This is an optimization exercise on Yosys and OpenROAD, whose aim is small area, a short achievable clock period and few clock cycles, not a production implementation. Where RTL was checked, it was by simulation tests only, not by an equivalence proof against the original.

Setup of build 46:
## dsc_top
module dsc_top (
	input  logic clk,
	input  logic rst,
	input  logic start,
	input  logic S,
	input  logic first_par,
	input  logic [dsc_pkg::NOF_W-1:0] nof,
	input  logic [dsc_pkg::TILE_W-1:0] tox_n,
	input  logic [dsc_pkg::TILE_W-1:0] toy_n,
	input  logic signed [dsc_pkg::PX_W-1:0] fmint_data,
	input  logic signed [dsc_pkg::PX_W-1:0] fmo_data,
	input  logic signed [dsc_pkg::WG_W-1:0] kdw_data,
	input  logic signed [dsc_pkg::WG_W-1:0] kpw_data,
	input  logic [dsc_pkg::POS_W-1:0] kpw_pos,
	output logic [dsc_pkg::FMINT_AW-1:0] fmint_addr,
	output logic [dsc_pkg::FMO_AW-1:0] fmo_addr,
	output logic [dsc_pkg::KDW_AW-1:0] kdw_addr,
	output logic [dsc_pkg::KPW_AW-1:0] kpw_addr,
	output logic write,
	output logic finish,
	output logic signed [dsc_pkg::PX_W-1:0] res
);
For scale: roughly 100 I/O pins, ~15000 sq um of cells after synthesis.
Settings: LEC_CHECK=0, CAP_MARGIN=20, CORE_MARGIN=2, CORE_UTILIZATION=65, CTS_BUF_LIST=sky130_fd_sc_hd__clkbuf_16, CTS_CLUSTER_DIAMETER=100, CTS_CLUSTER_SIZE=30, PLACE_DENSITY=0.75, SLEW_MARGIN=20; clock period 12.0 ns.
standard.sh (not shown) runs the stock make flow with config.mk's settings and CLKGATE_MAP_FILE= SYNTH_SCRIPT=/design/flow/synth_recipe.tcl, a recipe that flattens the netlist after the stock synthesis.
==> flow/flow/run.sh <==
#!/bin/bash
# Standard layout, with plain buffers (instead of delay cells) on the ports
set -e
export BUFFER_PORTS_ARGS="-buffer_cell sky130_fd_sc_hd__buf_2"
bash standard.sh > standard.log 2>&1
Testbench counts of build 46, summed over its fixed seeds: cycles 20,242.
> inputs changed (build 46 -> trial 97)
-- flow/design.v --
<<< build 46, line 430
	end
	logic       busy;
	logic [4:0] k;      
	logic [1:0] tx;
	logic [1:0] ty;
>>> trial 97, line 430
	end
	logic       busy;
	logic [4:0] k;
	logic [1:0] tx;
	logic [1:0] ty;
<<< build 46, line 440
	logic st7, st61, stpx;
	logic [4:0] k_nx;
	function automatic logic [4:0] wn(input logic [4:0] kk);
		wn = 5'(K_LAST) - kk;
	endfunction
	assign k_nx = (k == 5'd0) ? 5'(K_LAST) : k - 5'd1;
	always_ff @(posedge clk) begin
		st7  <= wn(k_nx) == 5'd2 || wn(k_nx) == 5'd5 || wn(k_nx) == 5'd11 || wn(k_nx) == 5'd14;
		st61 <= wn(k_nx) == 5'd8;
		stpx <= wn(k_nx) == 5'(K_LAST);
	end
	always_comb begin
>>> trial 97, line 440
	logic st7, st61, stpx;
	logic [4:0] k_nx;
	assign k_nx = (k == 5'(K_LAST)) ? 5'd0 : k + 5'd1;
	always_ff @(posedge clk) begin
		st7  <= k_nx == 5'd2 || k_nx == 5'd5 || k_nx == 5'd11 || k_nx == 5'd14;
		st61 <= k_nx == 5'd8;
		stpx <= k_nx == 5'(K_LAST);
	end
	always_comb begin
<<< build 46, line 468
		ty_end <= ({1'b0, ty} + 3'd1) == toy_n;
	end
	always_ff @(posedge clk or posedge rst) begin
		if (rst)
			kdw_addr <= '0;
		else if (!busy)
			kdw_addr <= start ? 5'd1 : 5'd0;
		else if (finish || kdw_addr == 5'(K_LAST))
			kdw_addr <= '0;
		else
			kdw_addr <= kdw_addr + 5'd1;
	end
	logic [3:0] q;
	logic       plast;
>>> trial 97, line 465
		ty_end <= ({1'b0, ty} + 3'd1) == toy_n;
	end
	assign kdw_addr = k;
	logic [3:0] q;
	logic       plast;
<<< build 46, line 483
	logic k_trig, k_r0, k_r1, k_first;
	always_ff @(posedge clk) begin
		k_trig  <= wn(k_nx) == 5'(DW_LAT);
		k_r0    <= wn(k_nx) == 5'(10 + DW_LAT);
		k_r1    <= wn(k_nx) == 5'(1 + DW_LAT);
		k_first <= wn(k_nx) == 5'(DW_LAT + 1) || wn(k_nx) == 5'(10 + DW_LAT);
	end
	assign trig     = busy && pix_seen && (q == 4'd0) && k_trig;
	always_ff @(posedge clk or posedge rst) begin
		if (rst)
			kpw_addr <= '0;
		else if (trig || kpw_addr != 3'd0)
			kpw_addr <= kpw_addr + 3'd1;
	end
	logic [1:0] o_rd;
	logic [1:0] o_wr;
>>> trial 97, line 471
	logic k_trig, k_r0, k_r1, k_first;
	always_ff @(posedge clk) begin
		k_trig  <= k_nx == 5'(DW_LAT);
		k_r0    <= k_nx == 5'(10 + DW_LAT);
		k_r1    <= k_nx == 5'(1 + DW_LAT);
		k_first <= k_nx == 5'(DW_LAT + 1) || k_nx == 5'(10 + DW_LAT);
	end
	assign trig     = busy && pix_seen && (q == 4'd0) && k_trig;
	assign kpw_addr = q[2:0];
	logic [1:0] o_rd;
	logic [1:0] o_wr;
<<< build 46, line 512
		if (rst) begin
			busy       <= 1'b0;
			k          <= 5'(K_LAST);
			fmint_addr <= '0;
			q          <= '0;
>>> trial 97, line 495
		if (rst) begin
			busy       <= 1'b0;
			k          <= '0;
			fmint_addr <= '0;
			q          <= '0;
<<< build 46, line 519
		end else begin
			if (!busy) begin
				k          <= 5'(K_LAST);
				fmint_addr <= '0;
				if (start) begin
					busy       <= 1'b1;
					k          <= 5'(K_LAST - 1);
					fmint_addr <= 8'd1;
				end
			end else if (finish) begin
				busy       <= 1'b0;
				k          <= 5'(K_LAST);
				fmint_addr <= '0;
			end else begin
>>> trial 97, line 502
		end else begin
			if (!busy) begin
				k          <= '0;
				fmint_addr <= '0;
				if (start) begin
					busy       <= 1'b1;
					k          <= 5'd1;
					fmint_addr <= 8'd1;
				end
			end else if (finish) begin
				busy       <= 1'b0;
				k          <= '0;
				fmint_addr <= '0;
			end else begin
==> comparison <==
Summary: with build 46 as the reference, final cell count without fillers in trial 97 moved down by a few percent.
Trial 97 — non-clock buffer count 1 lower, build 46 as reference
Trial 97: global routing met2 resource utilization is 0.54 points higher than what build 46 reported.
In the reports, the flip-flop count of trial 97 falls short of that of build 46.
Proportion of register bits with asynchronous set or reset after synthesis down 3.0 points in trial 97 wrt build 46
Between build 46 and trial 97, maximum frequency decreased.
Compared with build 46, in trial 97 worst setup slack saw a decrease; number of antenna violations at the first check in global routing saw a decrease.
For trial 97, only the layout was checked, not whether the RTL still works.

==> separate check: timing with driven ports <==
Ports are ideal in the flow. The routed layouts listed here were re-timed in OpenROAD.
Step 1 assumes that a clkbuf_16 drives the clock port and a buf_2 every other input.
Step 2 also shifts input and output timing later by t, the mid clock arrival at the registers, as if the neighbouring blocks saw the same clock.
Three values: ideal, step 1, step 2; two values: the first two.
| run | t (ns) | setup slack, ns | worst data-port slew with drivers (ns) |
|---|---|---|---|
| build 46 | 0.522 | 8.479 / 8.435 / 8.604 | 0.07 |
| trial 97 | 0.518 | 8.375 / 8.331 / 8.492 | 0.06 |
After both steps setup and hold are still met in every run listed.
